From an optimization exercise on the open Yosys and OpenROAD flow, aimed at small area, a short achievable clock period and few clock cycles per item; shortcuts taken in it are not production practice.
In this exercise RTL edits were held to simulation tests only and were not proved equivalent to the original.

$ cat run.sh
#!/bin/bash
# synth_recipe.tcl (not shown) runs the flow's synth.tcl, then flattens the netlist and writes it again
# the make line also repeats each setting of config.mk as NAME=value (left out here)
make -C /OpenROAD-flow-scripts/flow DESIGN_CONFIG=/design/flow/config.mk WORK_HOME=/design/flow/orfs CLKGATE_MAP_FILE= SYNTH_SCRIPT=/design/flow/synth_recipe.tcl finish
$ cat config.mk
export PLATFORM = sky130hd
export DESIGN_NAME = rational_arithmetic_unit
export DESIGN_NICKNAME = rational_arithmetic_unit
export VERILOG_FILES = /design/flow/design.v
export SDC_FILE = /design/flow/constraint.sdc
export NUM_CORES = 4
export LEC_CHECK = 0
export CAP_MARGIN = 20
export CORE_MARGIN = 2
export CORE_UTILIZATION = 60
export SLEW_MARGIN = 20
$ cat constraint.sdc
create_clock -name core_clock -period 13.0 [get_ports {clk}]
set_input_delay 2.6000 -clock core_clock [delete_from_list [all_inputs] [get_ports {clk}]]
set_output_delay 2.6000 -clock core_clock [all_outputs]
set_load 0.01 [all_outputs]
$ cat design.v
`default_nettype none
package rau_pkg;
	localparam int DW = 64;
	localparam logic [2:0] OP_ADD = 3'd0;
	localparam logic [2:0] OP_SUB = 3'd1;
	localparam logic [2:0] OP_MUL = 3'd2;
	localparam logic [2:0] OP_DIV = 3'd3;
	localparam logic [2:0] OP_NEG = 3'd4;
	localparam logic [2:0] OP_ABS = 3'd5;
	localparam logic [1:0] ST_OK       = 2'd0;
	localparam logic [1:0] ST_DIVZERO  = 2'd1;
	localparam logic [1:0] ST_OVERFLOW = 2'd2;
	typedef struct packed {
		logic load;
		logic mul_x;
		logic mul_y;
		logic mul_d;
		logic comb;
		logic gcd_init;
		logic gcd_step;
		logic div_init;
		logic div_step;
		logic emit;
	} cmd_t;
	typedef struct packed {
		logic early;
		logic mag_zero;
		logic gcd_done;
		logic div_done;
		logic out_free;
	} sts_t;
endpackage
`default_nettype wire
`default_nettype none
module rau_ctrl (
	input  wire          clk,
	input  wire          arst_n,
	input  wire          s_valid,
	output logic         s_ready,
	input  wire  [125:0] s_data,
	input  wire  [2:0]   s_op,
	input  wire          take,
	output logic         full,
	output logic [63:0]  n_val,
	output logic [61:0]  d_val,
	output logic         n_neg,
	output logic         special,
	output logic [1:0]   special_st
);
	localparam logic [1:0] F_IDLE = 2'd0, F_RUN = 2'd1, F_FULL = 2'd2;
	logic [125:0] cap_q;
	logic [2:0]   op_q;
	logic         cap_v;
	always_ff @(posedge clk) begin
		cap_q <= s_data;
		op_q  <= s_op;
	end
	wire [31:0] an = cap_q[31:0];
	wire [30:0] ad = cap_q[62:32];
	wire [31:0] bn = cap_q[94:63];
	wire [30:0] bd = cap_q[125:95];
	logic       sp;
	logic [1:0] sp_st;
	always_comb begin
		sp = 1'b0;
		sp_st = 2'd0;
		if (op_q > 3'd5) begin
			sp = 1'b1;
		end else if (ad == '0) begin
			sp = 1'b1;
			sp_st = 2'd1;
		end else if (!op_q[2] && bd == '0) begin
			sp = 1'b1;
			sp_st = 2'd1;
		end else if (op_q == 3'd3 && bn == '0) begin
			sp = 1'b1;
			sp_st = 2'd1;
		end
	end
	wire op01 = (op_q[2:1] == 2'b00);
	wire op45 = op_q[2];
	logic [31:0] qa, qc;
	logic        fa, fb, fc;
	always_comb begin
		qa = {1'b0, bd};
		qc = {1'b0, bd};
		if (op45) begin
			qa = 32'd1;
			qc = 32'd1;
		end else if (op_q[1:0] == 2'd2) begin
			qa = bn;
		end else if (op_q[1:0] == 2'd3) begin
			qc = bn;
		end
		fa = !op01 && (an[31] ^ ((op_q == 3'd2) && bn[31]));
		fb = (op_q[1:0] == 2'd1);
		fc = (op_q == 3'd3) && bn[31];
	end
	logic [1:0] st_q, st_d;
	logic [3:0] cnt_q, cnt_d;
	logic       sp_q;
	logic [1:0] spst_q;
	logic       sgn_q, op01_q;
	wire start = cap_v && ((st_q == F_IDLE) || (st_q == F_FULL && take));
	always_comb begin
		st_d = st_q;
		cnt_d = cnt_q + 4'd1;
		case (st_q)
			F_RUN:   if (cnt_q == 4'd15) st_d = F_FULL;
			F_FULL:  if (take) st_d = F_IDLE;
			default: ;
		endcase
		if (start) begin
			st_d = F_RUN;
			cnt_d = sp ? 4'd15 : 4'd0;
		end
	end
	always_ff @(posedge clk or negedge arst_n) begin
		if (!arst_n) begin
			st_q    <= F_IDLE;
			cap_v   <= 1'b0;
			s_ready <= 1'b0;
		end else begin
			st_q    <= st_d;
			cap_v   <= s_valid && !s_ready;
			s_ready <= (st_d == F_RUN) && (cnt_d == 4'd15);
		end
	end
	function automatic logic [2:0] bsel(input logic [31:0] q, input logic [3:0] j, input logic f);
		logic [32:0] qe;
		logic [2:0]  w;
		logic        ng, one, two;
		qe = {q, 1'b0};
		w = qe[2*j +: 3];
		one = w[1] ^ w[0];
		two = (w == 3'b011) || (w == 3'b100);
		ng = w[2] && !(w[1] && w[0]);
		bsel = {ng ^ f, two, one};
	endfunction
	logic [2:0] da_q, db_q, dc_q;
	always_ff @(posedge clk) begin
		cnt_q <= cnt_d;
		if (st_d == F_RUN) begin
			da_q <= bsel(qa, cnt_d, fa);
			db_q <= op01 ? bsel({1'b0, ad}, cnt_d, fb) : 3'b000;
			dc_q <= bsel(qc, cnt_d, fc);
		end
		if (start) begin
			sp_q   <= sp;
			spst_q <= sp_st;
			op01_q <= op01;
			sgn_q  <= (op_q[2:1] == 2'b01) ? (an[31] ^ bn[31]) :
			          (op_q == 3'd4) ? !an[31] : 1'b0;
		end
	end
	function automatic logic [34:0] bpp(input logic [31:0] mc, input logic [2:0] d);
		logic [34:0] m;
		m = d[0] ? {{3{mc[31]}}, mc} : d[1] ? {{2{mc[31]}}, mc, 1'b0} : 35'd0;
		bpp = d[2] ? ~m : m;
	endfunction
	logic [34:0] hn_q;
	logic [31:0] ln_q;
	logic [33:0] hd_q;
	logic [31:0] ld_q;
	wire [34:0] ppa = bpp(an, da_q);
	wire [34:0] ppb = bpp(bn, db_q);
	wire [34:0] ppc = bpp({1'b0, ad}, dc_q);
	wire [34:0] n_sum = hn_q + ppa + ppb + {34'd0, da_q[2]} + {34'd0, db_q[2]};
	wire [33:0] d_sum = hd_q + ppc[33:0] + {33'd0, dc_q[2]};
	always_ff @(posedge clk) begin
		if (start) begin
			hn_q <= '0;
			hd_q <= '0;
		end else if (st_q == F_RUN) begin
			hn_q <= {{2{n_sum[34]}}, n_sum[34:2]};
			ln_q <= {n_sum[1:0], ln_q[31:2]};
			hd_q <= {{2{d_sum[33]}}, d_sum[33:2]};
			ld_q <= {d_sum[1:0], ld_q[31:2]};
		end
	end
	assign full       = (st_q == F_FULL);
	assign n_val      = {hn_q[31:0], ln_q};
	assign d_val      = {hd_q[29:0], ld_q};
	assign n_neg      = op01_q ? hn_q[31] : sgn_q;
	assign special    = sp_q || (n_val == '0);
	assign special_st = spst_q;
endmodule
`default_nettype wire
`default_nettype none
module rau_datapath (
	input  wire         clk,
	input  wire         arst_n,
	input  wire         full,
	output logic        take,
	input  wire  [63:0] n_val,
	input  wire  [61:0] d_val,
	input  wire         n_neg,
	input  wire         special,
	input  wire  [1:0]  special_st,
	output logic        out_valid,
	input  wire         out_ready,
	output logic [31:0] out_r_num,
	output logic [30:0] out_r_den,
	output logic [1:0]  out_status
);
	logic [63:0] u_q;
	logic [62:0] v_q;
	logic [31:0] m11, m21, m12, m22;
	logic        run_q, pend_q, done_q, c2v_q;
	logic [1:0]  sts_q, pst_q;
	assign take = full && !run_q && !pend_q;
	wire out_free = !done_q || out_ready;
	wire        u0 = u_q[0];
	wire        v0 = v_q[0];
	wire [63:0] d1 = u_q - {1'b0, v_q};
	wire        ge = !d1[63];
	wire        eq = (u_q == {1'b0, v_q});
	wire [63:0] x  = u0 ? d1 : u_q;
	wire        both_even = !u0 && !v0;
	logic [1:0] sh;
	always_comb begin
		if (both_even || x[1]) sh = 2'd0;
		else if (x[2])         sh = 2'd1;
		else if (x[3])         sh = 2'd2;
		else                   sh = 2'd3;
	end
	wire [63:0] x1   = {x[63], x[63:1]};
	logic [63:0] y;
	always_comb begin
		case (sh)
			2'd0: y = x1;
			2'd1: y = {{1{x1[63]}}, x1[63:1]};
			2'd2: y = {{2{x1[63]}}, x1[63:2]};
			default: y = {{3{x1[63]}}, x1[63:3]};
		endcase
	end
	wire        yfix = y[63] && y[0];
	wire [63:0] u_nx = yfix ? {~y[63:1], 1'b1} : y;
	wire [31:0] c12 = c2v_q ? m12 : 32'd0;
	wire [31:0] c22 = c2v_q ? m22 : 32'd1;
	function automatic logic shl_ovf(input logic [31:0] t, input logic [1:0] k);
		case (k)
			2'd0: shl_ovf = (t[31:30] != {2{t[31]}});
			2'd1: shl_ovf = (t[31:29] != {3{t[31]}});
			2'd2: shl_ovf = (t[31:28] != {4{t[31]}});
			default: shl_ovf = (t[31:27] != {5{t[31]}});
		endcase
	endfunction
	wire        sel1 = !u0 || ge;
	wire [31:0] t1 = sel1 ? m11 : c12;
	wire [31:0] t2 = sel1 ? m21 : c22;
	wire [31:0] c1n = (t1 << 1) << sh;
	wire [31:0] c2n = (t2 << 1) << sh;
	wire        ovf_a = shl_ovf(m11, sh) || shl_ovf(m21, sh);
	wire        ovf_b = shl_ovf(c12, sh) || shl_ovf(c22, sh);
	wire        ovf_c1 = sel1 ? ovf_a : ovf_b;
	wire [32:0] s1 = {m11[31], m11} + {c12[31], c12};
	wire [32:0] s2 = {m21[31], m21} + {c22[31], c22};
	wire        ovf_c2 = (s1[32] != s1[31]) || (s2[32] != s2[31]);
	wire st_odd  = u0 && v0;
	wire st_ueven = !u0 && v0;
	wire fin     = st_odd && (eq || ovf_c2 || ovf_c1);
	wire fin_ovf = st_odd && (ovf_c2 || (ovf_c1 && !eq));
	wire ue_ovf  = st_ueven && (ovf_c1 || ovf_c2);
	wire stop    = fin || ue_ovf;
	always_ff @(posedge clk or negedge arst_n) begin
		if (!arst_n) begin
			run_q  <= 1'b0;
			pend_q <= 1'b0;
			done_q <= 1'b0;
		end else begin
			if (run_q && stop) begin
				run_q  <= 1'b0;
				done_q <= 1'b1;
			end else begin
				if (done_q && out_ready) done_q <= 1'b0;
				if ((take || pend_q) && !run_q) begin
					run_q  <= out_free;
					pend_q <= !out_free;
				end
			end
		end
	end
	always_ff @(posedge clk) begin
		if (take) begin
			u_q   <= special ? 64'd1 : (n_val[0] && n_val[63]) ? {~n_val[63:1], 1'b1} : n_val;
			v_q   <= special ? 63'd1 : {1'b0, d_val};
			m11   <= special ? 32'd0 : n_neg ? 32'hffff_ffff : 32'd1;
			m21   <= 32'd0;
			pst_q <= special_st;
		end else if (run_q) begin
			if (both_even) begin
				u_q <= u_nx;
				v_q <= {1'b0, v_q[62:1]};
			end else if (!v0) begin
				u_q   <= {1'b0, v_q};
				v_q   <= u_q[62:0];
				m11   <= c12;
				m21   <= c22;
				m12   <= m11;
				m22   <= m21;
			end else begin
				u_q <= u_nx;
				if (u0 && !ge) v_q <= u_q[62:0];
				m11 <= c1n;
				m21 <= c2n;
				if (u0) begin
					m12 <= s1[31:0];
					m22 <= s2[31:0];
				end
			end
			if (fin_ovf || ue_ovf) begin
				m12   <= 32'd0;
				m22   <= 32'd1;
				sts_q <= 2'd2;
			end else if (fin) begin
				sts_q <= pst_q;
			end
		end
	end
	always_ff @(posedge clk or negedge arst_n) begin
		if (!arst_n) begin
			c2v_q <= 1'b0;
		end else if (take) begin
			c2v_q <= 1'b0;
		end else if (run_q && ((v0 && u0) || (!v0 && !both_even) || ue_ovf)) begin
			c2v_q <= 1'b1;
		end
	end
	assign out_valid  = done_q;
	assign out_r_num  = m12;
	assign out_r_den  = m22[30:0];
	assign out_status = sts_q;
endmodule
`default_nettype wire
`default_nettype none
module rational_arithmetic_unit
#(
	parameter int WIDTH = 32
) (
	input  wire          clk,
	input  wire          arst_n,
	input  wire          s_axis_tvalid,
	output logic         s_axis_tready,
	input  wire  [127:0] s_axis_tdata,   
	input  wire  [2:0]   s_axis_tuser,   
	output logic         m_axis_tvalid,
	input  wire          m_axis_tready,
	output logic [63:0]  m_axis_tdata,   
	output logic [1:0]   m_axis_tuser    
);
	logic        full, take, n_neg, special;
	logic [1:0]  special_st;
	logic [63:0] n_val;
	logic [61:0] d_val;
	logic [31:0] r_num;
	logic [30:0] r_den;
	rau_ctrl u_ctrl (
		.clk      (clk),
		.arst_n   (arst_n),
		.s_valid  (s_axis_tvalid),
		.s_ready  (s_axis_tready),
		.s_data   (s_axis_tdata[125:0]),
		.s_op     (s_axis_tuser),
		.take     (take),
		.full     (full),
		.n_val    (n_val),
		.d_val    (d_val),
		.n_neg    (n_neg),
		.special    (special),
		.special_st (special_st)
	);
	rau_datapath u_dp (
		.clk        (clk),
		.arst_n     (arst_n),
		.full       (full),
		.take       (take),
		.n_val      (n_val),
		.d_val      (d_val),
		.n_neg      (n_neg),
		.special      (special),
		.special_st   (special_st),
		.out_valid  (m_axis_tvalid),
		.out_ready  (m_axis_tready),
		.out_r_num  (r_num),
		.out_r_den  (r_den),
		.out_status (m_axis_tuser)
	);
	assign m_axis_tdata = {1'b0, r_den, r_num};
endmodule
`default_nettype wire
==> results of run 1 <==
worst max-delay path: stages (launching register included):
cell,delay [ns]
edfxtp_1,0.45
ha_1,0.47
nand2_1,0.15
nor4_1,0.89
nand4_1,0.34
o211ai_4,0.44
a31oi_1,0.23
o2bb2ai_4,0.20
buf_4,0.85
mux2_1,0.42
nand4_1,0.13
o311a_2,0.20
o31a_2,0.63
buf_4,0.62
cells in the mapped netlist, drive strengths merged (83+ instances only):
cell type / instances / area (µm²)
clkbuf: 219 / 822
inv: 199 / 747
edfxtp: 303 / 9100
a21o: 97 / 728
o21ai: 336 / 1680
xnor2: 230 / 2010
nor2: 362 / 1360
xor2: 83 / 727
nand2: 492 / 1850
dfxtp: 230 / 4600
nand3: 90 / 450
a22oi: 173 / 1300
nor3: 90 / 455
mux2i: 219 / 2190
ha: 207 / 2590
buf: 105 / 602
a21oi: 326 / 1640
layer usage:
layer,vias up,wire [µm],track usage (%),share of wire (%)
met5,-,20,0,0.015
met1,18233,55500,49.1,41
li1,17780,-,-,-
met4,4,6310,16.4,4.7
met2,1856,60700,57.7,45
met3,317,12200,6.23,9.0
layout make-up:
class,instances,area [µm²]
inverters,203,763
fillers,5892,23400
multi-input cells,3723,26100
clock inverters,25,309
clock buffers,83,1690
repair buffers,259,2440
flip-flops and latches,541,13900
well taps,940,1180
diodes,1,2.50
logic make-up after synthesis:
| kind of cell | after synthesis | synth area share [%] |
|---|---|---|
| DFF | 541 | 33.0 |
| adders and majority gates | 245 | 7.96 |
| AOI/OAI and AO/OA | 1469 | 23.1 |
| other | 1 | 0.00891 |
| and+or+nand+nor | 1400 | 15.5 |
| buffers and inverters | 527 | 5.19 |
| xor gates and xnor gates | 313 | 6.51 |
| muxes | 295 | 8.71 |
worst max path at each step:
stage,start,to,slack (ns),depth (start not counted)
5_1_grt,u_dp.u_q[2],u_dp.m12[3],6.36,14
6_report,u_dp.u_q[44],u_dp.m12[7],6.55,13
4_1_cts,u_dp.v_q[0],u_dp.m12[16],6.66,15
2_1_floorplan,u_dp.u_q[0],u_dp.m12[0],6.54,18
3_5_place_dp,u_dp.u_q[2],u_dp.m12[4],6.67,14
3_3_place_gp,u_dp.u_q[2],u_dp.m12[3],6.74,14
flip-flops by register name (all words and copies together), names as in the netlist, 4 cells and up:
signal,count
u_dp.u_q,64
u_ctrl.hd_q,32
u_dp.m12,32
u_ctrl.hn_q,33
u_dp.m11,32
u_ctrl.cnt_q,4
u_ctrl.ln_q,32
u_ctrl.cap_q,126
u_dp.v_q,63
u_ctrl.ld_q,32
u_dp.m21,32
u_dp.m22,32
==> summary.md, run 1 <==
| Metric | Value |
|---|---|
| Area post-placement | `0.0444 mm²` |
| Max Cap Violations | `0` |
| # port buffers | `around 200` |
| Final worst clock skew | `about 0.024 ns` |
| CP Max Fanout | `69` |
| First-pass detailed-route iteration total | `6` |
| Layout Cells excl Fill | `5,775` |
| First-pass GRT wire length | `around 210,000 µm` |
| DRC errors left | `0` |
| Starting Density | `roughly 60%` |
| Vias in the first global route | `35,637` |
| Most frequent cells in the layout | `488 x nand2_1, 352 x nor2_1, 329 x o21ai_0, 324 x a21oi_1, 303 x edfxtp_1` |
| Fin. Hold Viols | `0` |
| CTS tree | `yes` |
| Worst-Skew Late Latency | `0.65 ns` |
| CP endpoint kind | `flip-flop` |
| Max-slew violations | `0` |
| Dpl ws | `6.67 ns` |
| Status | `complete, no violations` |
| DRT iter0 DRCs | `4,431` |
| Die width | `between 200 and 300 µm` |
| Num CTS Buffers | `about 60` |
| Min-delay src | `u_ctrl.s_ready` |
| Setup CP Type | `flip-flop to flip-flop` |
| Die area | `slightly above 0.07 mm²` |
| Crit path launch type | `flip-flop` |
| Final count of negative-setup-slack endpoints | `0` |
| Worst Reg-to-Reg Cells | `13` |
| Yosys warnings | `2` |
| Fraction of layout cells with a size suffix above 1 | `6.10%` |
| Area growth from synthesis to layout | `10.3%` |
| Routed WL per cell | `about 23 µm` |
| Final Util | `66.5%` |
| WHS | `between 0.4 and 0.5 ns` |
| Hold-fix buffers, CTS | `0` |
| Postcts setup bufs | `0` |
| Post-CTS sizing | `0` |
| RSZ-0062 raised after global routing | `false` |
| Final setup TNS | `0 ns` |
| Clk sinks | `541` |
| Cell variety after synth | `91` |
| Worst reg2reg path startpoint | `u_dp.u_q[44]` |
| Routability cong. | `between 0.9 and 1` |
| Worst-Margin Slew | `roughly 1.2 ns` |
| Worst hold path depth | `1` |
| Initial antenna violation count | `3` |
| Syn Area/Cell | `8.79 µm²` |
| Slew headroom | `approximately 18%` |
| GR Overflow Total | `0` |
| Final Critical Period | `around 6.5 ns` |
| Hold Path Sink | `u_ctrl.cap_v` |
| Critical Path RT | `around 13 ns` |
| Ys async rst share | `about 1.5%` |
| Top FF cell, synth | `edfxtp_1` |
| Final instance area | `roughly 0.046 mm²` |
| # rows | `97` |
| CTS root buf | `clkbuf_16` |
| Routed WL | `around 130,000 µm` |
| #FFs+latches synth | `541` |
| Mapped Area | `approximately 0.042 mm²` |
| Core area | `roughly 0.07 mm²` |
| Post-Syn Nets | `5,171` |
| Depth of the CTS H-tree | `2` |
| Final WS setup | `6.55 ns` |
| Commonest non-fill, non-tap cell in the layout | `nand2_1` |
| CP arrival | `6.73 ns` |
| Gate Count Post-Synth | `between 4,000 and 5,000` |
| Final nets | `around 5,200` |
| Via density | `~6.6` |
| Clock tree buffer depth | `3` |
| Clk slew on worst S/H paths | `about 0.06 ns` |
| GR Util All Layers | `a little over a third` |
| Die Height | `between 200 and 300 µm` |
| HPWL Detailed | `97,200 µm` |
| F_max | `~0.16 GHz` |
| Post-synth EDFFs | `between 300 and 400` |
| Placed Instances | `~5,700` |
| Sequential area share after synthesis | `33.0%` |
| Flop2flop setup slack | `6.55 ns` |
| Post-route ant nets | `0` |
| Worst r2r dst | `u_dp.m12[7]` |
| Worst Hold Class | `flip-flop to flip-flop` |
| Top-Level Pins | `203` |
| Largest net degree at the start of global routing | `94` |
| Period utilization | `around half` |
| Routed vias | `around 38,000` |
Testbench counts, summed over its fixed seeds: cycles 71,838, items 3,200.
==> run 2: changes to the inputs <==
--- a/config.mk
+++ b/config.mk
@@ -9,3 +9,3 @@
 export CORE_MARGIN = 2
-export CORE_UTILIZATION = 60
+export CORE_UTILIZATION = 75
 export SLEW_MARGIN = 20
==> summary.md, run 2 <==
| Metric | Value |
|---|---|
| Post-Synth Adder-Cell Area | `7.96% (unchanged)` |
| Num CTS Buffers | `55 (-6.8%)` |
| Reg with most FFs | `u_ctrl.cap_q` |
| Post-Syn Nets | `5,171 (unchanged)` |
| Final setup TNS | `0 ns (unchanged)` |
| Ys async rst share | `1.48% (unchanged)` |
| GR Overflow Total | `0 (unchanged)` |
| Post-synth EDFFs | `303 (unchanged)` |
| Worst-Skew Late Latency | `0.67 ns (+0.02 ns)` |
| Critical Path Slowest Stage Cell | `buf_4` |
| Synth Area in Compound Gates | `23.1% (unchanged)` |
| Postcts setup bufs | `0 (unchanged)` |
| Via density | `7.66 (+16%)` |
| Fraction of layout cells with a size suffix above 1 | `6.13% (+0.026 points)` |
| Worst Hold Class | `flip-flop to flip-flop` |
| Setup CP Type | `flip-flop to flip-flop` |
| Max incr delay on CP | `0.91 ns (+0.02 ns)` |
| Final nets | `5,165 (-0.039%)` |
| First-pass GRT wire length | `230,000 µm (+11%)` |
| Routability cong. | `1.06 (+6.7%)` |
| Commonest non-fill, non-tap cell in the layout | `nand2_1` |
| Max-slew violations | `0 (unchanged)` |
| Clk slew on worst S/H paths | `0.07 ns (about the same)` |
| GR Util All Layers | `51.2% (+15 points)` |
| Simple-gate share of the synthesized area | `15.5% (unchanged)` |
| Die Height | `241 µm (-10%)` |
| Final Util | `83.3% (+17 points)` |
| Final Critical Period | `6.42 ns (-0.0327 ns)` |
| RSZ-0062 raised after global routing | `false` |
| Routed WL per cell | `27.1 µm (+16%)` |
| Fraction of synthesized cell area in xor and xnor cells | `6.51% (unchanged)` |
| # rows | `86 (-11%)` |
| Fillers | `3,044 (-48%)` |
| CP top delay family | `compound AO/OA/AOI/OAI gates` |
| CTS root buf | `clkbuf_16` |
| Gate Count Post-Synth | `4,791 (unchanged)` |
| Sequential area share after synthesis | `33.0% (unchanged)` |
| Routed WL | `151,000 µm (+12%)` |
| Die area | `0.0581 mm² (-20%)` |
| CP Max Fanout | `69 (unchanged)` |
| Starting Density | `76.1% (+16 points)` |
| CP endpoint kind | `flip-flop` |
| Status | `complete, no violations` |
| Main combinational cell family by area after synthesis | `compound AO/OA/AOI/OAI gates` |
| Worst-Margin Slew | `1.20 ns (-0.0205 ns)` |
| Routed vias | `42,735 (+12%)` |
| Top post-synthesis cells by area | `edfxtp_1 22%, dfxtp_1 11%, ha_1 6.2%` |
| Critical path origin | `u_dp.u_q[2]` |
| Min-delay src | `u_ctrl.spst_q[0]` |
| Fin. Hold Viols | `0 (unchanged)` |
| Worst path buffer plus inverter count | `2 (unchanged)` |
| Max reg flops | `126 (unchanged)` |
| DRC errors left | `0 (unchanged)` |
| Area post-placement | `0.0442 mm² (-0.51%)` |
| Top-Level Pins | `203 (unchanged)` |
| Most frequent cells in the layout | `489 x nand2_1, 351 x nor2_1, 329 x o21ai_0, 324 x a21oi_1, 303 x edfxtp_1` |
| Final instance area | `0.0461 mm² (-0.74%)` |
| Area growth from synthesis to layout | `9.46%` |
| Layout Cells excl Fill | `5,580 (-3.4%)` |
| Post-CTS sizing | `0 (unchanged)` |
| Vias in the first global route | `40,693 (+14%)` |
| Depth of the CTS H-tree | `2 (unchanged)` |
| Period utilization | `49.4% (-0.25 points)` |
| First-pass detailed-route iteration total | `12 (+6)` |
| Top Registers | `u_ctrl.cap_q x126, u_dp.u_q x64, u_dp.v_q x63` |
| Mapped Area | `0.0421 mm² (unchanged)` |
| Post-synth top cells | `491 x nand2_1, 361 x nor2_1, 330 x o21ai_0` |
| Crit path launch type | `flip-flop` |
| Placed Instances | `5,475 (-3.4%)` |
| Largest net degree at the start of global routing | `80 (-15%)` |
| Post-route ant nets | `0 (unchanged)` |
| Max Cap Violations | `0 (unchanged)` |
| CTS tree | `yes` |
| Core area | `0.0553 mm² (-21%)` |
| Critical Path RT | `13.26 ns (-0.02 ns)` |
| Largest area contributor in the netlist | `edfxtp_1` |
| DRT iter0 DRCs | `7,658 (+73%)` |
| Final count of negative-setup-slack endpoints | `0 (unchanged)` |
| Yosys warnings | `2 (unchanged)` |
| # port buffers | `199 (unchanged)` |
| Final worst clock skew | `0.0392 ns (+0.0152 ns)` |
| Cell variety after synth | `91 (unchanged)` |
| CP Cell Sequence | `ha_1 > o21a_1 > o31a_1 > o2111a_1 > nor4_4 > o211ai_4 > a311oi_4 > o2bb2ai_4 > buf_4 > mux2_1 > nand4_1 > o311a_2 > o31a_2 > buf_4` |
| Top FF cell, synth | `edfxtp_1` |
| F_max | `0.156 GHz (+0.51%)` |
| Clock tree buffer depth | `3 (unchanged)` |
| Mux cell area share after synthesis | `8.71% (unchanged)` |
| Cell mode on critical path | `buf_4` |
| Die width | `241 µm (-10%)` |
| Post-synth top area share | `21.6% (unchanged)` |
| Clk sinks | `541 (unchanged)` |
| Worst reg2reg path startpoint | `u_dp.u_q[2]` |
| Hold-fix buffers, CTS | `0 (unchanged)` |
| Slew headroom | `19.1% (+1.1 points)` |
| CP arrival | `6.68 ns (-0.05 ns)` |
| Syn Area/Cell | `8.79 µm² (unchanged)` |
| #FFs+latches synth | `541 (unchanged)` |
| Count leader, synth | `nand2_1` |
| Initial antenna violation count | `3 (unchanged)` |
| HPWL Detailed | `101,000 µm (+4.4%)` |
[run 2: worst paths after layout]
| kind | slack [ns] | end | cells after the start |
|---|---|---|---|
| max in group asynchronous | 10.23 | u_dp.c2v_q | 1 |
| min | 0.44 | u_dp.pst_q[0] | 0 |
| min reg2reg | 0.44 | u_dp.pst_q[0] | 0 |
| max | 6.58 | u_dp.m22[26] | 14 |
| max reg2reg | 6.58 | u_dp.m22[26] | 14 |
| min in group asynchronous | 2.32 | u_ctrl.st_q[0] | 1 |
[run 2: per-layer routing]
layer  up-vias  part of all wire, %  GRT usage [%]
li1      17764                    -              -
met1     19411                   34           63.5
met2      4338                   43           78.0
met3      1220                   15           13.8
met4         2                  8.8           35.1
met5         -                0.023              0
[run 2: logic make-up after synthesis]
| family | after synthesis |
|---|---|
| and+or+nand+nor | 1400 |
| xor gates and xnor gates | 313 |
| buffers and inverters | 527 |
| muxes | 295 |
| AOI/OAI and AO/OA | 1469 |
| adders and majority gates | 245 |
| DFF | 541 |
| other | 1 |
[run 2: layout make-up]
class	count	area [µm²]	share of cell area, %
clock inverters	34	365	0.793
well taps	748	936	2.03
flip-flops and latches	541	13900	30.2
diodes	2	5.00	0.0109
repair buffers	261	2480	5.37
clock buffers	68	1510	3.27
inverters	203	762	1.65
multi-input cells	3723	26100	56.7
[run 2: metrics by stage]
stage          hold slack, ns  setup slack (ns)
2_1_floorplan           0.400              6.54
3_3_place_gp            0.403              7.06
3_5_place_dp            0.406              6.91
4_1_cts                 0.437              6.82
5_1_grt                 0.445              6.52
6_report                0.438              6.58
==> run 3: changes to the inputs <==
--- a/config.mk
+++ b/config.mk
@@ -9,3 +9,4 @@
 export CORE_MARGIN = 2
-export CORE_UTILIZATION = 75
+export CORE_UTILIZATION = 40
+export CTS_BUF_LIST = sky130_fd_sc_hd__clkbuf_4 sky130_fd_sc_hd__clkbuf_8
 export SLEW_MARGIN = 20
==> summary.md, run 3 <==
| Metric | Value |
|---|---|
| Status | `complete, no violations` |
| Worst path buffer plus inverter count | `4 (+2)` |
| Routability cong. | `0.996 (-6.0%)` |
| CTS root buf | `clkbuf_8` |
| Final setup TNS | `0 ns (unchanged)` |
| Cell variety after synth | `91 (unchanged)` |
| CP endpoint kind | `flip-flop` |
| Fraction of layout cells with a size suffix above 1 | `7.62% (+1.5 points)` |
| Dpl ws | `6.93 ns (+0.0211 ns)` |
| Ys async rst share | `1.48% (unchanged)` |
| Hold-fix buffers, CTS | `0 (unchanged)` |
| Critical Path Slowest Stage Cell | `nand2b_2` |
| Fraction of synthesized cell area in xor and xnor cells | `6.51% (unchanged)` |
| Via density | `6.00 (-22%)` |
| Sequential area share after synthesis | `33.0% (unchanged)` |
| # port buffers | `199 (unchanged)` |
| RSZ-0062 raised after global routing | `false` |
| Commonest non-fill, non-tap cell in the layout | `nand2_1` |
| Top-Level Pins | `203 (unchanged)` |
| Final WS setup | `6.75 ns (+0.173 ns)` |
| Core area | `0.105 mm² (+90%)` |
| Initial antenna violation count | `5 (+2)` |
| Max-slew violations | `0 (unchanged)` |
| Num CTS Buffers | `98 (+78%)` |
| CP top delay family | `simple AND/OR/NAND/NOR gates` |
| DRT iter0 DRCs | `3,313 (-57%)` |
| F_max | `0.160 GHz (+2.8%)` |
| Top Registers | `u_ctrl.cap_q x126, u_dp.u_q x64, u_dp.v_q x63` |
| First-pass detailed-route iteration total | `6 (-6)` |
| Top FF cell, synth | `edfxtp_1` |
| Count leader, synth | `nand2_1` |
| Post-synth top cells | `491 x nand2_1, 361 x nor2_1, 330 x o21ai_0` |
| Clk sinks | `541 (unchanged)` |
| HPWL Detailed | `105,000 µm (+3.5%)` |
| Main combinational cell family by area after synthesis | `compound AO/OA/AOI/OAI gates` |
| Routed WL | `143,000 µm (-5.3%)` |
| Clk slew on worst S/H paths | `0.07 ns (about the same)` |
| Syn Area/Cell | `8.79 µm² (unchanged)` |
| CP arrival | `6.71 ns (+0.03 ns)` |
| Worst-Skew Late Latency | `0.80 ns (+0.13 ns)` |
| Starting Density | `40.2% (-36 points)` |
| Final Critical Period | `6.25 ns (-0.173 ns)` |
| Fillers | `10,342 (+240%)` |
| Die area | `0.108 mm² (+86%)` |
| Fin. Hold Viols | `0 (unchanged)` |
| Depth of the CTS H-tree | `3 (+1)` |
| Reg with most FFs | `u_ctrl.cap_q` |
| Critical Path RT | `13.46 ns (+0.20 ns)` |
| Crit path launch type | `flip-flop` |
| Worst-Margin Slew | `1.11 ns (-0.0906 ns)` |
| Die Height | `328 µm (+36%)` |
| GR Util All Layers | `25.9% (-25 points)` |
| Post-synth EDFFs | `303 (unchanged)` |
| Routed WL per cell | `22.8 µm (-16%)` |
| Post-Synth Adder-Cell Area | `7.96% (unchanged)` |
| Post-Syn Nets | `5,171 (unchanged)` |
| Clock tree buffer depth | `3 (unchanged)` |
| Flop2flop setup slack | `6.75 ns (+0.17 ns)` |
| Max Cap Violations | `0 (unchanged)` |
| Max reg flops | `126 (unchanged)` |
| Post-route ant nets | `0 (unchanged)` |
| Max incr delay on CP | `0.89 ns (-0.02 ns)` |
| Synth Area in Compound Gates | `23.1% (unchanged)` |
| Post-synth top area share | `21.6% (unchanged)` |
| First-pass GRT wire length | `217,000 µm (-5.6%)` |
| Final count of negative-setup-slack endpoints | `0 (unchanged)` |
| Routed vias | `37,854 (-11%)` |
| Post-CTS sizing | `0 (unchanged)` |
| CP Cell Sequence | `inv_2 > ha_1 > inv_1 > fa_1 > xnor2_1 > nand2_1 > o21a_1 > buf_4 > nor4b_1 > o21ai_0 > nand2_1 > mux2i_2 > buf_4 > nand2b_2 > nor3_1 > a221oi_1 > nand3_1` |
| Mux cell area share after synthesis | `8.71% (unchanged)` |
| Worst Hold Class | `flip-flop to flip-flop` |
| CTS tree | `yes` |
| Top post-synthesis cells by area | `edfxtp_1 22%, dfxtp_1 11%, ha_1 6.2%` |
| Mapped Area | `0.0421 mm² (unchanged)` |
| Yosys warnings | `2 (unchanged)` |
| Simple-gate share of the synthesized area | `15.5% (unchanged)` |
| Postcts setup bufs | `0 (unchanged)` |
| Gate Count Post-Synth | `4,791 (unchanged)` |
| GR Overflow Total | `0 (unchanged)` |
| Area growth from synthesis to layout | `12.5%` |
| DRC errors left | `0 (unchanged)` |
| Final nets | `5,211 (+0.89%)` |
| #FFs+latches synth | `541 (unchanged)` |
| Period utilization | `48.0% (-1.3 points)` |
| Slew headroom | `26.1% (+7.0 points)` |
| # rows | `119 (+38%)` |
| CP Max Fanout | `34 (-51%)` |
| Vias in the first global route | `36,124 (-11%)` |
| Final worst clock skew | `0.0635 ns (+0.0242 ns)` |
| Largest net degree at the start of global routing | `77 (-3.8%)` |
| Setup CP Type | `flip-flop to flip-flop` |
| Most frequent cells in the layout | `489 x nand2_1, 351 x nor2_1, 329 x o21ai_0, 324 x a21oi_1, 303 x edfxtp_1` |
| Die width | `328 µm (+36%)` |
| Largest area contributor in the netlist | `edfxtp_1` |
==> run 3: cell counts after synthesis <==
No cell type changed its count.
==> run 3: layout make-up <==
cell class,count,area [µm²],share of cell area [%]
multi-input combinational,3723,26100,55.2
sequential,541,13900,29.4
timing repair buffer,264,2510,5.29
tap,1391,1740,3.67
clock buffer,133,1690,3.57
inverter,203,762,1.61
clock inverter,47,609,1.29
antenna,2,5.00,0.0106
==> run 3: metal layers <==
metal  vias to the layer above  wire [µm]  GRT usage, %
met1                     18081      60200          33.5
met2                      1538      65100          41.5
met4                         6       7310          12.4
met3                       338      10800          4.72
li1                      17891          -             -
met5                         -         40             0
==> run 3: logic make-up (layout without fill, tap and decap cells) <==
| family | Yosys count | count (layout) |
|---|---|---|
| AO/OA/AOI/OAI | 1469 | 1469 |
| AND/OR/NAND/NOR | 1400 | 1400 |
| flip-flops | 541 | 541 |
| buffers and inverters | 527 | 647 |
| XOR/XNOR | 313 | 313 |
| multiplexers | 295 | 295 |
| adder cells (fa/ha/maj) | 245 | 245 |
| other | 1 | 3 |
==> run 3: worst reg2reg max path, cell delays in order (launching register included) <==
cell	delay (ns)
edfxtp_1	0.40
inv_2	0.41
ha_1	0.29
inv_1	0.06
fa_1	0.43
xnor2_1	0.20
nand2_1	0.31
o21a_1	0.61
buf_4	0.50
nor4b_1	0.12
o21ai_0	0.50
nand2_1	0.14
mux2i_2	0.15
buf_4	0.42
nand2b_2	0.90
nor3_1	0.12
a221oi_1	0.24
nand3_1	0.14
==> run 3: final timing paths <==
path                                  start              to  cells after the start
hold reg to reg            u_ctrl.spst_q[0]   u_dp.pst_q[0]                      0
min in group asynchronous            arst_n  u_ctrl.st_q[0]                      1
setup / recovery                u_dp.u_q[0]    u_dp.u_q[53]                     17
hold / removal             u_ctrl.spst_q[0]   u_dp.pst_q[0]                      0
setup reg to reg                u_dp.u_q[0]    u_dp.u_q[53]                     17
max in group asynchronous            arst_n      u_dp.c2v_q                      1
==> run 3: per-stage QoR <==
step / cell area (µm²) / instances / utilization, % / hold WS [ns]
after floorplan: 42100 / 4791 / - / 0.400
after global placement: 45000 / 6120 / 42.9 / 0.418
after detailed placement: 45000 / 6120 / 42.9 / 0.426
after CTS: 47300 / 6300 / 45.1 / 0.441
after global routing: 47400 / 6304 / 45.2 / 0.448
final: 47400 / 6304 / 45.2 / 0.436
==> run 4: changes to the inputs <==
--- a/config.mk
+++ b/config.mk
@@ -10,3 +10,2 @@
 export CORE_UTILIZATION = 40
-export CTS_BUF_LIST = sky130_fd_sc_hd__clkbuf_4 sky130_fd_sc_hd__clkbuf_8
 export SLEW_MARGIN = 20
==> summary.md, run 4 <==
| Metric | Value |
|---|---|
| Status | `complete, no violations` |
| Post-CTS sizing | `0 (unchanged)` |
| Routed WL per cell | `22.9 µm (+0.84%)` |
| Clock tree buffer depth | `3 (unchanged)` |
| Final instance area | `0.0474 mm² (about the same)` |
| Final Util | `45.2% (about the same)` |
| WHS | `0.436 ns (+0.000348 ns)` |
| Routed WL | `143,000 µm (-0.15%)` |
| GR Overflow Total | `0 (unchanged)` |
| F_max | `0.161 GHz (+0.83%)` |
| Final setup TNS | `0 ns (unchanged)` |
| Number of antenna diodes | `0 (-2)` |
| Crit path launch type | `flip-flop` |
| Yosys warnings | `2 (unchanged)` |
| Max incr delay on CP | `0.88 ns (about the same)` |
| Num CTS Buffers | `68 (-31%)` |
| Sequential area share after synthesis | `33.0% (unchanged)` |
| First-pass GRT wire length | `217,000 µm (-0.18%)` |
| Top-Level Pins | `203 (unchanged)` |
| Depth of the CTS H-tree | `3 (unchanged)` |
| Starting Density | `40.2% (unchanged)` |
| Top Registers | `u_ctrl.cap_q x126, u_dp.u_q x64, u_dp.v_q x63` |
| Post-Syn Nets | `5,171 (unchanged)` |
| Vias in the first global route | `35,870 (-0.70%)` |
| Mapped Area | `0.0421 mm² (unchanged)` |
| DRC errors left | `0 (unchanged)` |
| Setup CP Type | `flip-flop to flip-flop` |
| Final count of negative-setup-slack endpoints | `0 (unchanged)` |
| Slew headroom | `27.2% (+1.1 points)` |
| Die area | `0.108 mm² (unchanged)` |
| Clk slew on worst S/H paths | `0.06 ns (about the same)` |
| Via density | `6.04 (+0.57%)` |
| # rows | `119 (unchanged)` |
| Gate Count Post-Synth | `4,791 (unchanged)` |
| Die width | `328 µm (unchanged)` |
| CP endpoint kind | `flip-flop` |
| Post-synth EDFFs | `303 (unchanged)` |
| HPWL Detailed | `105,000 µm (unchanged)` |
| Routed vias | `37,696 (-0.42%)` |
| #FFs+latches synth | `541 (unchanged)` |
| Cell variety after synth | `91 (unchanged)` |
| Count leader, synth | `nand2_1` |
| Largest area contributor in the netlist | `edfxtp_1` |
| Final worst clock skew | `0.0287 ns (-0.0348 ns)` |
| Dpl ws | `6.93 ns (unchanged)` |
| CTS root buf | `clkbuf_16` |
| Period utilization | `47.6% (-0.39 points)` |
| Max-slew violations | `0 (unchanged)` |
| Commonest non-fill, non-tap cell in the layout | `nand2_1` |
| Critical Path RT | `13.35 ns (-0.11 ns)` |
| Top post-synthesis cells by area | `edfxtp_1 22%, dfxtp_1 11%, ha_1 6.2%` |
| Layout Cells excl Fill | `6,242 (-0.98%)` |
| Worst-Skew Late Latency | `0.64 ns (-0.16 ns)` |
| Worst-Margin Slew | `1.09 ns (-0.0150 ns)` |
| Post-synth top area share | `21.6% (unchanged)` |
| Fraction of layout cells with a size suffix above 1 | `6.45% (-1.2 points)` |
| Routability cong. | `0.996 (unchanged)` |
| # port buffers | `199 (unchanged)` |
| Area post-placement | `0.0450 mm² (unchanged)` |
| Area growth from synthesis to layout | `12.6% (about the same)` |
| First-pass detailed-route iteration total | `6 (unchanged)` |
| RSZ-0062 raised after global routing | `false` |
| Fin. Hold Viols | `0 (unchanged)` |
| Die Height | `328 µm (unchanged)` |
| Post-route ant nets | `0 (unchanged)` |
| Top FF cell, synth | `edfxtp_1` |
| Max Cap Violations | `0 (unchanged)` |
| Post-synth top cells | `491 x nand2_1, 361 x nor2_1, 330 x o21ai_0` |
| Most frequent cells in the layout | `488 x nand2_1, 351 x nor2_1, 329 x o21ai_0, 324 x a21oi_1, 303 x edfxtp_1` |
| DRT iter0 DRCs | `3,239 (-2.2%)` |
| Initial antenna violation count | `3 (-2)` |
| Final WS setup | `6.81 ns (+0.0513 ns)` |
| Clk sinks | `541 (unchanged)` |
| Critical Path Slowest Stage Cell | `nand2b_2` |
| CP Max Fanout | `34 (unchanged)` |
| CP arrival | `6.55 ns (-0.16 ns)` |
| Reg with most FFs | `u_ctrl.cap_q` |
| Largest net degree at the start of global routing | `77 (unchanged)` |
| Hold-fix buffers, CTS | `0 (unchanged)` |
| Final Critical Period | `6.19 ns (-0.0513 ns)` |
| Worst Hold Class | `flip-flop to flip-flop` |
| Syn Area/Cell | `8.79 µm² (unchanged)` |
| Placed Instances | `6,120 (unchanged)` |
| Postcts setup bufs | `0 (unchanged)` |
| Core area | `0.105 mm² (unchanged)` |
| GR Util All Layers | `25.8% (-0.028 points)` |
| Final nets | `5,180 (-0.59%)` |
| CP Cell Sequence | `inv_2 > ha_1 > inv_1 > fa_1 > xnor2_1 > nand2_1 > o21a_1 > buf_4 > nor4b_1 > o21ai_0 > nand2_1 > mux2i_2 > buf_4 > nand2b_2 > nor3_1 > a221oi_1 > nand3_1` |
| CTS tree | `yes` |
| Ys async rst share | `1.48% (unchanged)` |
| Max reg flops | `126 (unchanged)` |
==> run 4: path summary, 6_finish.rpt <==
path | startpoint | end | slack, ns | cells after the start
max | u_dp.u_q[0] | u_dp.u_q[53] | 6.81 | 17
min | u_ctrl.spst_q[0] | u_dp.pst_q[0] | 0.44 | 0
max reg2reg | u_dp.u_q[0] | u_dp.u_q[53] | 6.81 | 17
min reg2reg | u_ctrl.spst_q[0] | u_dp.pst_q[0] | 0.44 | 0
max in group asynchronous | arst_n | u_dp.c2v_q | 9.98 | 1
min in group asynchronous | arst_n | u_ctrl.s_ready | 2.45 | 1
==> run 4: kinds of logic (layout without fill, tap and decap cells) <==
family | Yosys count | after routing | synth area share [%]
flip-flops | 541 | 541 | 33.0
adder cells (fa/ha/maj) | 245 | 245 | 7.96
AO/OA/AOI/OAI | 1469 | 1469 | 23.1
AND/OR/NAND/NOR | 1400 | 1400 | 15.5
other | 1 | 1 | 0.00891
buffers and inverters | 527 | 587 | 5.19
multiplexers | 295 | 295 | 8.71
XOR/XNOR | 313 | 313 | 6.51
==> run 4: worst max-delay path: cells and delay by family, from the launching register on <==
| kind | cells | cell delay [ns] |
|---|---|---|
| simple gates | 6 | 1.69 |
| xor+xnor | 1 | 0.19 |
| fa+ha+maj | 2 | 0.71 |
| mux | 1 | 0.15 |
| buf+inv | 4 | 1.38 |
| compound gates | 3 | 1.37 |
| flops | 1 | 0.39 |
==> run 4: layout make-up <==
type / instances / area, µm²
Clock inverter: 33 / 435
Multi-Input combinational cell: 3723 / 26100
Timing Repair Buffer: 263 / 2490
Fill cell: 10305 / 57400
Clock buffer: 88 / 1910
Inverter: 203 / 762
Sequential cell: 541 / 13900
Tap cell: 1391 / 1740
==> run 4: per-layer routing <==
layer	global-route usage, %	wire length (µm)	share of wire (%)	vias to the layer above
met3	4.66	10800	7.5	325
li1	-	-	-	17806
met1	33.7	60200	42	18013
met4	11.6	6870	4.8	6
met2	41.6	65300	46	1546
met5	0	34	0.024	-
==> run 5: changes to the inputs <==
--- a/config.mk
+++ b/config.mk
@@ -10,2 +10,3 @@
 export CORE_UTILIZATION = 40
+export CTS_BUF_LIST = sky130_fd_sc_hd__clkbuf_8
 export SLEW_MARGIN = 20
==> summary.md, run 5 <==
| Metric | Value |
|---|---|
| Top post-synthesis cells by area | `edfxtp_1 22%, dfxtp_1 11%, ha_1 6.2%` |
| Min-delay src | `u_ctrl.spst_q[0]` |
| Worst r2r dst | `u_dp.u_q[53]` |
| Final Critical Period | `6.26 ns (+0.0674 ns)` |
| CTS root buf | `clkbuf_8` |
| Die area | `0.108 mm² (unchanged)` |
| Worst-Margin Slew | `1.11 ns (+0.0171 ns)` |
| Post-Syn Nets | `5,171 (unchanged)` |
| Largest area contributor in the netlist | `edfxtp_1` |
| Max reg flops | `126 (unchanged)` |
| Mux cell area share after synthesis | `8.71% (unchanged)` |
| CP top delay family | `simple AND/OR/NAND/NOR gates` |
| Largest net degree at the start of global routing | `77 (unchanged)` |
| F_max | `0.160 GHz (-1.1%)` |
| Post-Synth Adder-Cell Area | `7.96% (unchanged)` |
| Commonest non-fill, non-tap cell in the layout | `nand2_1` |
| HPWL Detailed | `105,000 µm (unchanged)` |
| Setup CP Type | `flip-flop to flip-flop` |
| DRT iter0 DRCs | `3,453 (+6.6%)` |
| Main combinational cell family by area after synthesis | `compound AO/OA/AOI/OAI gates` |
| DRC errors left | `0 (unchanged)` |
| Worst path buffer plus inverter count | `4 (unchanged)` |
| Clk slew on worst S/H paths | `0.06 ns (about the same)` |
| Initial antenna violation count | `5 (+2)` |
| First-pass GRT wire length | `218,000 µm (+0.21%)` |
| CP Max Fanout | `34 (unchanged)` |
| #FFs+latches synth | `541 (unchanged)` |
| Final count of negative-setup-slack endpoints | `0 (unchanged)` |
| Final worst clock skew | `0.0632 ns (+0.0345 ns)` |
| Slew headroom | `25.9% (-1.2 points)` |
| Top Registers | `u_ctrl.cap_q x126, u_dp.u_q x64, u_dp.v_q x63` |
| Max-slew violations | `0 (unchanged)` |
| Post-CTS sizing | `0 (unchanged)` |
| Max Cap Violations | `0 (unchanged)` |
| Post-synth EDFFs | `303 (unchanged)` |
| Postcts setup bufs | `0 (unchanged)` |
| Syn Area/Cell | `8.79 µm² (unchanged)` |
| Clk sinks | `541 (unchanged)` |
| Fin. Hold Viols | `0 (unchanged)` |
| RSZ-0062 raised after global routing | `false` |
| Synth Area in Compound Gates | `23.1% (unchanged)` |
| Critical Path RT | `13.47 ns (+0.12 ns)` |
| Most frequent cells in the layout | `489 x nand2_1, 351 x nor2_1, 329 x o21ai_0, 324 x a21oi_1, 303 x edfxtp_1` |
| Clock tree buffer depth | `3 (unchanged)` |
| GR Overflow Total | `0 (unchanged)` |
| Final instance area | `0.0473 mm² (-0.22%)` |
| Worst hold path depth | `0 (unchanged)` |
| Fraction of layout cells with a size suffix above 1 | `7.17% (+0.72 points)` |
| CTS tree | `yes` |
| Routed vias | `37,836 (+0.37%)` |
| Die Height | `328 µm (unchanged)` |
| Vias in the first global route | `36,136 (+0.74%)` |
| Area growth from synthesis to layout | `12.3%` |
| First-pass detailed-route iteration total | `8 (+2)` |
| Routed WL | `143,000 µm (+0.12%)` |
| Die width | `328 µm (unchanged)` |
| Depth of the CTS H-tree | `3 (unchanged)` |
| Final nets | `5,211 (+0.60%)` |
| # port buffers | `199 (unchanged)` |
| Via density | `6.00 (-0.65%)` |
| Post-synth top cells | `491 x nand2_1, 361 x nor2_1, 330 x o21ai_0` |
| GR Util All Layers | `25.9% (+0.036 points)` |
| Worst Hold Class | `flip-flop to flip-flop` |
| Cell variety after synth | `91 (unchanged)` |
| Period utilization | `48.2% (+0.52 points)` |
| Starting Density | `40.2% (unchanged)` |
| Critical Path Slowest Stage Cell | `nand2b_2` |
| Fraction of synthesized cell area in xor and xnor cells | `6.51% (unchanged)` |
| Hold Path Sink | `u_dp.pst_q[0]` |
| Max incr delay on CP | `0.89 ns (about the same)` |
| CP Cell Sequence | `inv_2 > ha_1 > inv_1 > fa_1 > xnor2_1 > nand2_1 > o21a_1 > buf_4 > nor4b_1 > o21ai_0 > nand2_1 > mux2i_2 > buf_4 > nand2b_2 > nor3_1 > a221oi_1 > nand3_1` |
| Area post-placement | `0.0450 mm² (unchanged)` |
| Worst-Skew Late Latency | `0.80 ns (+0.16 ns)` |
| Simple-gate share of the synthesized area | `15.5% (unchanged)` |
| Hold-fix buffers, CTS | `0 (unchanged)` |
| Fillers | `10,347 (+0.41%)` |
| WL met1 | `60,200 µm (about the same)` |
| Status | `complete, no violations` |
| Num CTS Buffers | `98 (+44%)` |
| Worst Reg-to-Reg Cells | `17 (unchanged)` |
| Mapped Area | `0.0421 mm² (unchanged)` |
| Core area | `0.105 mm² (unchanged)` |
| Gate Count Post-Synth | `4,791 (unchanged)` |
| Routability cong. | `0.996 (unchanged)` |
| Top FF cell, synth | `edfxtp_1` |
| Worst reg2reg path startpoint | `u_dp.u_q[0]` |
| Top-Level Pins | `203 (unchanged)` |
| Met2 WL | `65,100 µm (-0.32%)` |
| Met3 WL | `10,800 µm (-0.41%)` |
| Post-route ant nets | `0 (unchanged)` |
| CP arrival | `6.73 ns (+0.18 ns)` |
| Yosys warnings | `2 (unchanged)` |
| Crit path launch type | `flip-flop` |
| Post-synth top area share | `21.6% (unchanged)` |
| Flop2flop setup slack | `6.74 ns (-0.07 ns)` |
| Max layer used | `met5` |
| Routed WL per cell | `22.7 µm (-0.90%)` |
| Sequential area share after synthesis | `33.0% (unchanged)` |
| Count leader, synth | `nand2_1` |
| CP endpoint kind | `flip-flop` |
| Ys async rst share | `1.48% (unchanged)` |
| Reg with most FFs | `u_ctrl.cap_q` |
| # rows | `119 (unchanged)` |
| Final setup TNS | `0 ns (unchanged)` |
run 5: cell counts after synthesis:
No cell type changed its count.
run 5: worst max path at each step:
stage,startpoint,depth (start not counted),endpoint,slack [ns]
after floorplan,u_dp.u_q[0],18,u_dp.m12[0],6.54
after global placement,u_dp.u_q[0],17,u_dp.u_q[50],6.94
after detailed placement,u_dp.u_q[0],17,u_dp.u_q[50],6.93
after CTS,u_dp.u_q[0],17,u_dp.u_q[50],6.87
after global routing,u_dp.u_q[0],17,u_dp.u_q[53],6.69
final,u_dp.u_q[0],17,u_dp.u_q[53],6.74
run 5: logic make-up after synthesis:
kind of cell | after synthesis
AO/OA/AOI/OAI | 1469
XOR/XNOR | 313
adder cells (fa/ha/maj) | 245
buffers and inverters | 527
flip-flops | 541
multiplexers | 295
other | 1
AND/OR/NAND/NOR | 1400
run 5: area by class of cell:
cell class | count | area, µm² | area share, %
Clock inverter | 69 | 692 | 1.46
Tap cell | 1391 | 1740 | 3.68
Clock buffer | 111 | 1530 | 3.23
Sequential cell | 541 | 13900 | 29.4
Timing Repair Buffer | 264 | 2510 | 5.30
Antenna cell | 4 | 10.0 | 0.0212
Multi-Input combinational cell | 3723 | 26100 | 55.3
Inverter | 203 | 762 | 1.61
run 5: stage by stage:
| stage | instances | hold slack, ns | utilization, % | setup slack, ns |
|---|---|---|---|---|
| after floorplan | 4791 | 0.400 | - | 6.54 |
| after global placement | 6120 | 0.418 | 42.9 | 6.94 |
| after detailed placement | 6120 | 0.426 | 42.9 | 6.93 |
| after CTS | 6300 | 0.441 | 45.1 | 6.87 |
| after global routing | 6304 | 0.448 | 45.1 | 6.69 |
| final | 6306 | 0.436 | 45.1 | 6.74 |
run 5: per-layer routing:
| layer | up-vias | global-route usage, % |
|---|---|---|
| li1 | 17880 | - |
| met1 | 18033 | 33.6 |
| met2 | 1572 | 41.6 |
| met3 | 347 | 4.67 |
| met4 | 4 | 12.4 |
| met5 | - | 0 |
==> run 6: changes to the inputs <==
--- a/design.v
+++ b/design.v
@@ -216,3 +216,3 @@
 	wire        ge = !d1[63];
-	wire        eq = (u_q == {1'b0, v_q});
+	wire        eq = (d1 == '0);
 	wire [63:0] x  = u0 ? d1 : u_q;
@@ -259,2 +259,15 @@
 	wire        ovf_c2 = (s1[32] != s1[31]) || (s2[32] != s2[31]);
+	logic [5:0]  t_q;
+	logic        blo_q;
+	logic [62:0] tmask;
+	always_comb begin
+		for (int i = 0; i < 63; i++) tmask[i] = (i >= t_q);
+	end
+	wire bl_hit = ((v_q & tmask) == '0);
+	wire [31:0] hi_or = (n_val[63] ? ~n_val[63:32] : n_val[63:32]) | {2'b00, d_val[61:32]};
+	logic [5:0] t_ld;
+	always_comb begin
+		t_ld = 6'd0;
+		for (int i = 0; i < 32; i++) if (hi_or[i]) t_ld = 6'(i + 1);
+	end
 	wire st_odd  = u0 && v0;
@@ -264,3 +277,3 @@
 	wire ue_ovf  = st_ueven && (ovf_c1 || ovf_c2);
-	wire stop    = fin || ue_ovf;
+	wire stop    = fin || ue_ovf || blo_q;
 	always_ff @(posedge clk or negedge arst_n) begin
@@ -285,2 +298,9 @@
 		if (take) begin
+			t_q   <= special ? 6'd0 : t_ld;
+			blo_q <= 1'b0;
+		end else if (run_q) begin
+			if (both_even && t_q != 6'd0) t_q <= t_q - 6'd1;
+			blo_q <= bl_hit;
+		end
+		if (take) begin
 			u_q   <= special ? 64'd1 : (n_val[0] && n_val[63]) ? {~n_val[63:1], 1'b1} : n_val;
@@ -311,3 +331,3 @@
 			end
-			if (fin_ovf || ue_ovf) begin
+			if (fin_ovf || ue_ovf || blo_q) begin
 				m12   <= 32'd0;
--- a/config.mk
+++ b/config.mk
@@ -10,3 +10,2 @@
 export CORE_UTILIZATION = 40
-export CTS_BUF_LIST = sky130_fd_sc_hd__clkbuf_8
 export SLEW_MARGIN = 20
==> summary.md, run 6 <==
| Metric | Value |
|---|---|
| First-pass detailed-route iteration total | `8 (unchanged)` |
| Placed Instances | `6,513 (+6.4%)` |
| Top-Level Pins | `203 (unchanged)` |
| Core area | `0.109 mm² (+3.6%)` |
| Max Cap Violations | `0 (unchanged)` |
| Crit path launch type | `flip-flop` |
| Top post-synthesis cells by area | `edfxtp_1 21%, dfxtp_1 11%, ha_1 6.0%` |
| Hold-fix buffers, CTS | `0 (unchanged)` |
| Fraction of layout cells with a size suffix above 1 | `5.55% (-1.6 points)` |
| Post-synth top area share | `21.3% (-0.35 points)` |
| CTS root buf | `clkbuf_16` |
| Clock tree buffer depth | `3 (unchanged)` |
| Die Height | `334 µm (+1.8%)` |
| # rows | `121 (+1.7%)` |
| GR Overflow Total | `0 (unchanged)` |
| Via density | `5.95 (-0.84%)` |
| Final count of negative-setup-slack endpoints | `0 (unchanged)` |
| Commonest non-fill, non-tap cell in the layout | `nand2_1` |
| GRT busiest layer | `met2` |
| Yosys warnings | `2 (unchanged)` |
| Worst-Margin Slew | `1.20 ns (+0.0928 ns)` |
| Final instance area | `0.0485 mm² (+2.6%)` |
| Clk slew on worst S/H paths | `0.06 ns (about the same)` |
| Post-synth EDFFs | `309 (+2.0%)` |
| Mapped Area | `0.0436 mm² (+3.6%)` |
| Slew headroom | `19.1% (-6.8 points)` |
| Cell variety after synth | `92 (+1.1%)` |
| Gate Count Post-Synth | `5,246 (+9.5%)` |
| RSZ-0062 raised after global routing | `false` |
| Vias in the first global route | `37,475 (+3.7%)` |
| Final Util | `44.7% (-0.42 points)` |
| Final Critical Period | `7.77 ns (+1.51 ns)` |
| GR Util All Layers | `25.7% (-0.15 points)` |
| Critical Path Slowest Stage Cell | `clkinv_1` |
| Fin. Hold Viols | `0 (unchanged)` |
| CP endpoint kind | `flip-flop` |
| Top Registers | `u_ctrl.cap_q x126, u_dp.u_q x64, u_dp.v_q x63` |
| Max incr delay on CP | `0.84 ns (-0.05 ns)` |
| Die width | `334 µm (+1.8%)` |
| Depth of the CTS H-tree | `3 (unchanged)` |
| Final worst clock skew | `0.0363 ns (-0.0269 ns)` |
| Post-CTS sizing | `0 (unchanged)` |
| Most frequent cells in the layout | `651 x nand2_1, 455 x nor2_1, 345 x o21ai_0, 332 x a21oi_1, 309 x edfxtp_1` |
| Final setup TNS | `0 ns (unchanged)` |
| Layout Cells excl Fill | `6,641 (+5.3%)` |
| Initial antenna violation count | `4 (-1)` |
| Max-slew violations | `0 (unchanged)` |
| Ys async rst share | `1.46% (-0.019 points)` |
| Worst path buffer plus inverter count | `5 (+1)` |
| F_max | `0.129 GHz (-19%)` |
| Largest net degree at the start of global routing | `194 (+150%)` |
| Largest area contributor in the netlist | `edfxtp_1` |
| Sequential area share after synthesis | `32.3% (-0.70 points)` |
| Met3 GRT Util | `3.91% (-0.76 points)` |
| Post-synth top cells | `656 x nand2_1, 460 x nor2_1, 345 x o21ai_0` |
| Final nets | `5,554 (+6.6%)` |
| Routability cong. | `0.993 (-0.34%)` |
| Starting Density | `40.2% (about the same)` |
| CP Max Fanout | `65 (+91%)` |
| Top FF cell, synth | `edfxtp_1` |
| #FFs+latches synth | `548 (+1.3%)` |
| Status | `complete, no violations` |
| DRT iter0 DRCs | `3,481 (+0.81%)` |
| Syn Area/Cell | `8.32 µm² (-5.4%)` |
| First-pass GRT wire length | `227,000 µm (+4.1%)` |
| Cell mode on critical path | `buf_4` |
| HPWL Detailed | `108,000 µm (+3.0%)` |
| Post-route ant nets | `0 (unchanged)` |
| Flop2flop setup slack | `5.23 ns (-1.51 ns)` |
| Reg with most FFs | `u_ctrl.cap_q` |
| CP top delay family | `buffers and inverters` |
| DRC errors left | `0 (unchanged)` |
| Area growth from synthesis to layout | `11.2%` |
| Routed vias | `39,512 (+4.4%)` |
| Dpl ws | `5.23 ns (-1.70 ns)` |
| Area post-placement | `0.0463 mm² (+2.8%)` |
| CTS tree | `yes` |
| Max reg flops | `126 (unchanged)` |
| Count leader, synth | `nand2_1` |
| CP Cell Sequence | `buf_4 > clkinv_1 > ha_1 > nand2b_1 > a21oi_1 > o211ai_1 > a211oi_1 > nor3_1 > nor4_2 > nor3_1 > o21ai_4 > buf_4 > buf_4 > o21ai_0 > o211ai_1 > o21ai_1 > a31oi_4 > o21a_4 > buf_12` |
| Worst-Skew Late Latency | `0.66 ns (-0.14 ns)` |
| Setup CP Type | `flip-flop to flip-flop` |
| Period utilization | `59.8% (+12 points)` |
| Routed WL per cell | `22.2 µm (-2.4%)` |
| Critical Path RT | `13.31 ns (-0.16 ns)` |
| Worst Hold Class | `flip-flop to flip-flop` |
| Postcts setup bufs | `0 (unchanged)` |
| Met1 Use GR | `34.4% (+0.87 points)` |
| Met2 usage | `42.2% (+0.63 points)` |
| Fillers | `10,773 (+4.1%)` |
| Num CTS Buffers | `68 (-31%)` |
| WHS | `0.442 ns (+0.00660 ns)` |
| Die area | `0.112 mm² (+3.6%)` |
| Routed WL | `147,000 µm (+2.8%)` |
| CP arrival | `8.08 ns (+1.35 ns)` |
| Post-Syn Nets | `5,630 (+8.9%)` |
| Final WS setup | `5.23 ns (-1.51 ns)` |
| Clk sinks | `548 (+1.3%)` |
| # port buffers | `199 (unchanged)` |
run 6: changes by cell type after synthesis, moves of 24 or more:
cell	change
a31oi_1	+35
xor2_1	+24
clkbuf_1	+66
and2_1	-34
a211oi_1	+60
a311oi_1	+35
a221o_1	-33
nor2_1	+99
mux2i_1	-43
nand2_1	+165
mux4_2	-41
xnor2_1	+58
a22oi_1	+42
a22o_1	-29
run 6: worst paths after layout:
| check | to | start | cells past startpoint |
|---|---|---|---|
| setup / recovery | u_dp.m22[8] | u_dp.u_q[0] | 19 |
| setup reg to reg | u_dp.m22[8] | u_dp.u_q[0] | 19 |
| min in group asynchronous | u_ctrl.s_ready | arst_n | 1 |
| hold reg to reg | u_ctrl.ld_q[3] | u_ctrl.ld_q[5] | 0 |
| hold / removal | u_ctrl.ld_q[3] | u_ctrl.ld_q[5] | 0 |
| max in group asynchronous | u_dp.c2v_q | arst_n | 1 |
run 6: final cells by class:
cell class	count	area (µm²)	share of cell area, %
clock buffer	98	1960	4.04
tap	1414	1770	3.65
antenna	1	2.50	0.00516
sequential	548	14100	29.1
multi-input combinational	4093	27200	56.1
inverter	205	771	1.59
clock inverter	28	267	0.549
timing repair buffer	254	2430	5.01
run 6: kinds of logic (layout without fill, tap and decap cells):
kind of cell	count (synthesis)	after routing	synth area share [%]
multiplexers	231	231	5.82
AO/OA/AOI/OAI	1605	1605	24.1
XOR/XNOR	395	395	7.93
other	1	2	0.00859
flip-flops	548	548	32.3
adder cells (fa/ha/maj)	249	249	7.79
AND/OR/NAND/NOR	1612	1612	16.4
buffers and inverters	605	585	5.67
run 6: routing by layer:
metal,share of wire (%),up-vias
met5,0.026,-
met4,3.4,6
met3,6.1,240
met2,46,1440
met1,44,18773
li1,-,19053
Testbench counts of run 6, summed over its fixed seeds: cycles 70,685, items 3,200.

-- re-timing with driven ports --
The flow's constraints put no driver on any port. The routed layouts listed below were extracted and timed again, unchanged, in two steps. Step 1, drivers: a clkbuf_16 drives clk and a buf_2 each remaining input, both assumed. Step 2 times the ports against the registers' clock, not the clock port: input delays grow and output delays shrink by t, the midpoint of the rising clock arrivals with the driver on. Slacks: ideal / step 1 / step 2; pairs: ideal / step 1.
| run | t, ns | setup slack, ns | hold slack, ns |
|---|---|---|---|
| run 1 | 0.709 | 6.549 / 6.549 / 6.549 | 0.424 / 0.424 / 0.424 |
| run 2 | 0.718 | 6.581 / 6.581 / 6.581 | 0.438 / 0.438 / 0.438 |
| run 3 | 0.837 | 6.754 / 6.754 / 6.754 | 0.436 / 0.436 / 0.436 |
| run 4 | 0.704 | 6.806 / 6.806 / 6.806 | 0.436 / 0.436 / 0.436 |
| run 5 | 0.837 | 6.738 / 6.738 / 6.738 | 0.436 / 0.436 / 0.436 |
| run 6 | 0.714 | 5.231 / 5.231 / 5.231 | 0.442 / 0.442 / 0.442 |
After both steps setup and hold are still met in every run listed.
